From an optimization exercise on the open Yosys and OpenROAD flow, aimed at small area, a short achievable clock period and few clock cycles per item; shortcuts taken in it are not production practice.

==> inputs of run a <==
==> flow/design.v <==
`timescale 1ns/1ps
module twiddle_hbf (
   input  logic [2:0]  n,
   input  logic        neg,       
   input  logic [15:0] a,
   input  logic [15:0] b,
   input  logic [8:0]  su,
   input  logic [8:0]  df,
   output logic [15:0] y
);
   logic [15:0] br, bi, s9, d9;
   logic [15:0] r1, r2, r3, r4, r5, q1, q2, q3, q4, q5;
   logic [15:0] pc, qc;
   assign br = {{8{b[7]}},  b[7:0]};
   assign bi = {{8{b[15]}}, b[15:8]};
   assign s9 = {{7{su[8]}}, su};
   assign d9 = {{7{df[8]}}, df};
   always_comb begin
      case (n[1:0])
         2'd0: begin
            r1 = br << 6; r2 = '0; r3 = '0; r4 = '0; r5 = '0; pc = '0;
            q1 = bi << 6; q2 = '0; q3 = '0; q4 = '0; q5 = '0; qc = '0;
         end
         2'd1: begin
            r1 = br << 6; r2 = ~br << 2; r3 = ~br; r4 = bi << 4; r5 = bi << 3;
            pc = 16'd5;
            q1 = bi << 6; q2 = ~bi << 2; q3 = ~bi; q4 = ~br << 4; q5 = ~br << 3;
            qc = 16'd29;
         end
         2'd2: begin
            r1 = s9 << 5; r2 = s9 << 3; r3 = s9 << 2; r4 = s9; r5 = '0; pc = '0;
            q1 = d9 << 5; q2 = d9 << 3; q3 = d9 << 2; q4 = d9; q5 = '0; qc = '0;
         end
         default: begin
            r1 = bi << 6; r2 = ~bi << 2; r3 = ~bi; r4 = br << 4; r5 = br << 3;
            pc = 16'd5;
            q1 = ~br << 6; q2 = br << 2; q3 = br; q4 = bi << 4; q5 = bi << 3;
            qc = 16'd64;
         end
      endcase
   end
   logic [15:0] ar, ai, zr, zi;
   logic        nr, ni;           
   assign ar = {{2{a[7]}},  a[7:0],  6'd0};
   assign ai = {{2{a[15]}}, a[15:8], 6'd0};
   assign nr = neg;
   assign ni = n[2] ? ~neg : neg;
   logic [15:0] xr1, xr2, xr3, xr4, xr5, xrc, xi1, xi2, xi3, xi4, xi5, xic;
   always_comb begin
      if (n[2]) begin
         xr1 = q1; xr2 = q2; xr3 = q3; xr4 = q4; xr5 = q5; xrc = qc;
         xi1 = r1; xi2 = r2; xi3 = r3; xi4 = r4; xi5 = r5; xic = pc;
      end else begin
         xr1 = r1; xr2 = r2; xr3 = r3; xr4 = r4; xr5 = r5; xrc = pc;
         xi1 = q1; xi2 = q2; xi3 = q3; xi4 = q4; xi5 = q5; xic = qc;
      end
   end
   logic [15:0] kr, ki;
   assign kr = nr ? (16'd68 - xrc) : xrc;
   assign ki = (ni ? (16'd5 - xic) : xic) + (neg ? 16'd63 : 16'd0);
   assign zr = ar + (xr1 ^ {16{nr}}) + (xr2 ^ {16{nr}}) + (xr3 ^ {16{nr}})
                  + (xr4 ^ {16{nr}}) + (xr5 ^ {16{nr}}) + kr;
   assign zi = ai + (xi1 ^ {16{ni}}) + (xi2 ^ {16{ni}}) + (xi3 ^ {16{ni}})
                  + (xi4 ^ {16{ni}}) + (xi5 ^ {16{ni}}) + ki;
   assign y = {zi[14:7], zr[14:7]};
endmodule
`timescale 1ns/1ps
module bf_w0 (
   input  logic [15:0] a,
   input  logic [15:0] b,
   output logic [15:0] s,
   output logic [15:0] d
);
   logic [8:0] sr, si, dr, di;
   assign sr = {a[7],  a[7:0]}  + {b[7],  b[7:0]};
   assign si = {a[15], a[15:8]} + {b[15], b[15:8]};
   assign dr = {a[7],  a[7:0]}  - {b[7],  b[7:0]};
   assign di = {a[15], a[15:8]} - {b[15], b[15:8]};
   assign s  = {si[8:1], sr[8:1]};
   assign d  = {di[8:1], dr[8:1]};
endmodule
module bf_w4 (
   input  logic [15:0] a,
   input  logic [15:0] b,
   output logic [15:0] s,
   output logic [15:0] d
);
   logic [8:0] sr, si, dr, di;
   assign sr = {a[7],  a[7:0]}  + {b[15], b[15:8]};
   assign si = {a[15], a[15:8]} - {b[7],  b[7:0]};
   assign dr = {a[7],  a[7:0]}  - {b[15], b[15:8]};
   assign di = {a[15], a[15:8]} + {b[7],  b[7:0]};
   assign s  = {si[8:1], sr[8:1]};
   assign d  = {di[8:1], dr[8:1]};
endmodule
module bf_p (
   input  logic [15:0] a,
   input  logic [8:0]  p_re,
   input  logic [8:0]  p_im,
   output logic [15:0] s,
   output logic [15:0] d
);
   logic [8:0] sr, si, dr, di;
   assign sr = {a[7],  a[7:0]}  + p_re;
   assign si = {a[15], a[15:8]} + p_im;
   assign dr = {a[7],  a[7:0]}  - p_re;
   assign di = {a[15], a[15:8]} - p_im;
   assign s  = {si[8:1], sr[8:1]};
   assign d  = {di[8:1], dr[8:1]};
endmodule
module mul_w2 #(parameter bit ROT = 1'b0) (
   input  logic [15:0] b,
   output logic [8:0]  p_re,
   output logic [8:0]  p_im
);
   logic [15:0] br, bi, su, df, ns, x, y, px, py;
   assign br = {{8{b[7]}},  b[7:0]};
   assign bi = {{8{b[15]}}, b[15:8]};
   assign su = br + bi;
   assign df = bi - br;
   assign ns = 16'd0 - br - bi;
   assign x  = ROT ? df : su;
   assign y  = ROT ? ns : df;
   assign px = (x << 5) + (x << 3) + (x << 2) + x;
   assign py = (y << 5) + (y << 3) + (y << 2) + y;
   assign p_re = px[14:6];
   assign p_im = py[14:6];
endmodule
`timescale 1ns/1ps
module fft_dit_top (
   input  logic        clk,
   input  logic        rst_n,
   input  logic [15:0] in_x,
   input  logic        in_nd,
   output logic [15:0] out_x,
   output logic        out_nd,
   output logic        overflow
);
   logic [15:0] x_q;
   logic        v;           
   logic [3:0]  cnt;         
   always_ff @(posedge clk) x_q <= in_x;
   always_ff @(posedge clk or negedge rst_n) begin
      if (!rst_n) begin
         v   <= 1'b0;
         cnt <= '0;
      end else begin
         v <= in_nd;
         if (v) cnt <= cnt + 4'd1;
      end
   end
   logic [15:0] d8 [8];
   logic [15:0] d4 [4];
   logic [15:0] c1s, c1d;
   bf_w0 u_bf0 (.a(d8[7]), .b(x_q), .s(c1s), .d(c1d));
   always_ff @(posedge clk) begin
      if (v) begin
         d8[0] <= cnt[3] ? c1d : x_q;
         for (int n = 1; n < 8; n++) d8[n] <= d8[n-1];
         d4[0] <= c1s;
         for (int n = 1; n < 4; n++) d4[n] <= d4[n-1];
      end
   end
   logic [15:0] g_in [4];
   bf_w0 u_bf1a (.a(d4[3]), .b(c1s), .s(g_in[0]), .d(g_in[2]));
   bf_w4 u_bf1b (.a(d8[3]), .b(c1d), .s(g_in[1]), .d(g_in[3]));
   logic [15:0] y_q [4];
   logic        yv;
   logic [1:0]  yj;
   always_ff @(posedge clk) begin
      for (int k = 0; k < 4; k++) y_q[k] <= g_in[k];
      yj <= cnt[1:0];
   end
   always_ff @(posedge clk or negedge rst_n) begin
      if (!rst_n) yv <= 1'b0;
      else        yv <= v & cnt[3] & cnt[2];
   end
   logic [15:0] ya [4];
   logic [15:0] yb [4];
   logic [15:0] da [4];
   logic [15:0] db [4];
   logic [15:0] s2s [4];
   logic [15:0] s2d [4];
   logic [15:0] a02 [2];
   assign a02[0] = yj[0] ? yb[0] : ya[0];
   assign a02[1] = yj[0] ? yb[2] : ya[2];
   bf_w0 u_bf2g0 (.a(a02[0]), .b(y_q[0]), .s(s2s[0]), .d(s2d[0]));
   bf_w4 u_bf2g2 (.a(a02[1]), .b(y_q[2]), .s(s2s[2]), .d(s2d[2]));
   logic [8:0]  p13_re [2];
   logic [8:0]  p13_im [2];
   logic [8:0]  pq_re [2];
   logic [8:0]  pq_im [2];
   logic        pv;         
   logic        ph;         
   logic [15:0] a13 [2];
   mul_w2 #(1'b0) u_m2g1 (.b(y_q[1]), .p_re(p13_re[0]), .p_im(p13_im[0]));
   mul_w2 #(1'b1) u_m2g3 (.b(y_q[3]), .p_re(p13_re[1]), .p_im(p13_im[1]));
   always_ff @(posedge clk) begin
      for (int i = 0; i < 2; i++) begin
         pq_re[i] <= p13_re[i];
         pq_im[i] <= p13_im[i];
      end
      ph <= yj[0];
   end
   always_ff @(posedge clk or negedge rst_n) begin
      if (!rst_n) pv <= 1'b0;
      else        pv <= yv & yj[1];
   end
   assign a13[0] = ph ? yb[1] : ya[1];
   assign a13[1] = ph ? yb[3] : ya[3];
   bf_p u_bf2g1 (.a(a13[0]), .p_re(pq_re[0]), .p_im(pq_im[0]), .s(s2s[1]), .d(s2d[1]));
   bf_p u_bf2g3 (.a(a13[1]), .p_re(pq_re[1]), .p_im(pq_im[1]), .s(s2s[3]), .d(s2d[3]));
   always_ff @(posedge clk) begin
      for (int k = 0; k < 4; k += 2) begin
         if (yv) begin
            if (!yj[0]) ya[k] <= yj[1] ? s2s[k] : y_q[k];
            else        yb[k] <= yj[1] ? s2s[k] : y_q[k];
            if (yj == 2'd2) da[k] <= s2d[k];
            if (yj == 2'd3) db[k] <= s2d[k];
         end
      end
      for (int k = 1; k < 4; k += 2) begin
         if (yv & ~yj[1]) begin
            if (!yj[0]) ya[k] <= y_q[k];
            else        yb[k] <= y_q[k];
         end
         if (pv) begin
            if (!ph) begin
               ya[k] <= s2s[k];
               da[k] <= s2d[k];
            end else begin
               yb[k] <= s2s[k];
               db[k] <= s2d[k];
            end
         end
      end
   end
   logic        st;          
   logic        r_act;
   logic [3:0]  r_m;         
   logic [3:0]  m_r;
   logic        r_v;
   logic [15:0] sb;
   logic [15:0] b_q;
   logic [8:0]  su_q, df_q;
   logic [3:0]  m_q;         
   logic        m_v;
   logic [15:0] sa;
   logic [15:0] yw;
   assign st  = yv & (yj == 2'd3);
   assign r_v = st | r_act;
   assign m_r = st ? 4'd0 : r_m;
   always_comb begin
      if (m_r == 4'd0)
         sb = s2s[0];           
      else if (m_r == 4'd1)
         sb = s2s[1];           
      else if (m_r[2])
         sb = db[m_r[1:0]];
      else
         sb = yb[m_r[1:0]];
   end
   always_ff @(posedge clk) begin
      b_q  <= sb;
      su_q <= {sb[7], sb[7:0]} + {sb[15], sb[15:8]};
      df_q <= {sb[15], sb[15:8]} - {sb[7], sb[7:0]};
      m_q  <= m_r;
   end
   always_ff @(posedge clk or negedge rst_n) begin
      if (!rst_n) begin
         r_act <= 1'b0;
         r_m   <= '0;
         m_v   <= 1'b0;
      end else begin
         m_v <= r_v;
         if (st) begin
            r_act <= 1'b1;
            r_m   <= 4'd1;
         end else if (r_act) begin
            r_m <= r_m + 4'd1;
            if (&r_m) r_act <= 1'b0;
         end
      end
   end
   assign sa = m_q[2] ? da[m_q[1:0]] : ya[m_q[1:0]];
   twiddle_hbf u_tw (.n(m_q[2:0]), .neg(m_q[3]), .a(sa), .b(b_q),
                     .su(su_q), .df(df_q), .y(yw));
   logic ol;
   always_ff @(posedge clk) begin
      out_x <= yw;
      ol    <= &m_q;
   end
   always_ff @(posedge clk or negedge rst_n) begin
      if (!rst_n) out_nd <= 1'b0;
      else        out_nd <= m_v;
   end
   logic [1:0] ost;
   logic       f_in, f_out;
   assign f_in  = v & (cnt == 4'd0);
   assign f_out = out_nd & ol;
   always_ff @(posedge clk or negedge rst_n) begin
      if (!rst_n) begin
         ost      <= '0;
         overflow <= 1'b0;
      end else begin
         ost <= ost + {1'b0, f_in} - {1'b0, f_out};
         if (f_in && ost == 2'd2 && !f_out) overflow <= 1'b1;
      end
   end
endmodule
==> flow/run.sh <==
#!/bin/bash
# synth_recipe.tcl (not shown) runs the flow's synth.tcl, then flattens the netlist and writes it again
# the make line also repeats each setting of config.mk as NAME=value (left out here)
make -C /OpenROAD-flow-scripts/flow DESIGN_CONFIG=/design/flow/config.mk WORK_HOME=/design/flow/orfs CLKGATE_MAP_FILE= SYNTH_SCRIPT=/design/flow/synth_recipe.tcl finish
==> flow/config.mk <==
export PLATFORM = sky130hd
export DESIGN_NAME = fft_dit_top
export DESIGN_NICKNAME = fft_dit_top
export VERILOG_FILES = /design/flow/design.v
export SDC_FILE = /design/flow/constraint.sdc
export NUM_CORES = 4
export LEC_CHECK = 0
export ABC_CLOCK_PERIOD_IN_PS = 4500
export CAP_MARGIN = 20
export CORE_MARGIN = 2
export CORE_UTILIZATION = 40
export SETUP_SLACK_MARGIN = 4.5
export SLEW_MARGIN = 20
==> flow/constraint.sdc <==
create_clock -name core_clock -period 9.0 [get_ports {clk}]
set_input_delay 1.8000 -clock core_clock [delete_from_list [all_inputs] [get_ports {clk}]]
set_output_delay 1.8000 -clock core_clock [all_outputs]
set_load 0.01 [all_outputs]
==> run b: changes against run a <==
ABC_CLOCK_PERIOD_IN_PS = unset   (was 4500)
SETUP_SLACK_MARGIN = unset   (was 4.5)
==> summary of the runs <==
Of run b and run a, run a has the higher fmax (gap 14%, measured against run a). Against run b, the count of clock-buffer cells in the layout of run a is higher by 14. In area after synthesis, run a and run b do not differ. In run b the non-clock buffer count is lower than in run a, by 122. In run b the final cell count is lower than in run a, by 2.3%.
No run of this note included a check of the RTL's function; only the layout flow was run.

[static timing again, ports no longer ideal]
Ports are ideal in the flow. The routed layouts listed here were re-timed in OpenROAD.
Step 1 (the two cells are an assumption about what drives the block):
set clk [get_ports {clk}]
set_driving_cell -lib_cell sky130_fd_sc_hd__clkbuf_16 $clk
set_driving_cell -lib_cell sky130_fd_sc_hd__buf_2 [delete_from_list [all_inputs] $clk]
Step 2, shift: input delay + t, output delay - t, t = (earliest + latest rising clock arrival at the registers) / 2. This alone moves slack from input paths to output paths.
a / b / c = no drivers / after step 1 / after step 2; a / b = the first two.
run	t, ns	setup WS [ns]	latest minus earliest clock arrival (ns)
run a	0.708	3.578 / 3.578 / 3.578	0.025 / 0.024
run b	0.708	2.688 / 2.688 / 2.688	0.035 / 0.035
After both steps setup and hold are still met in every run listed.
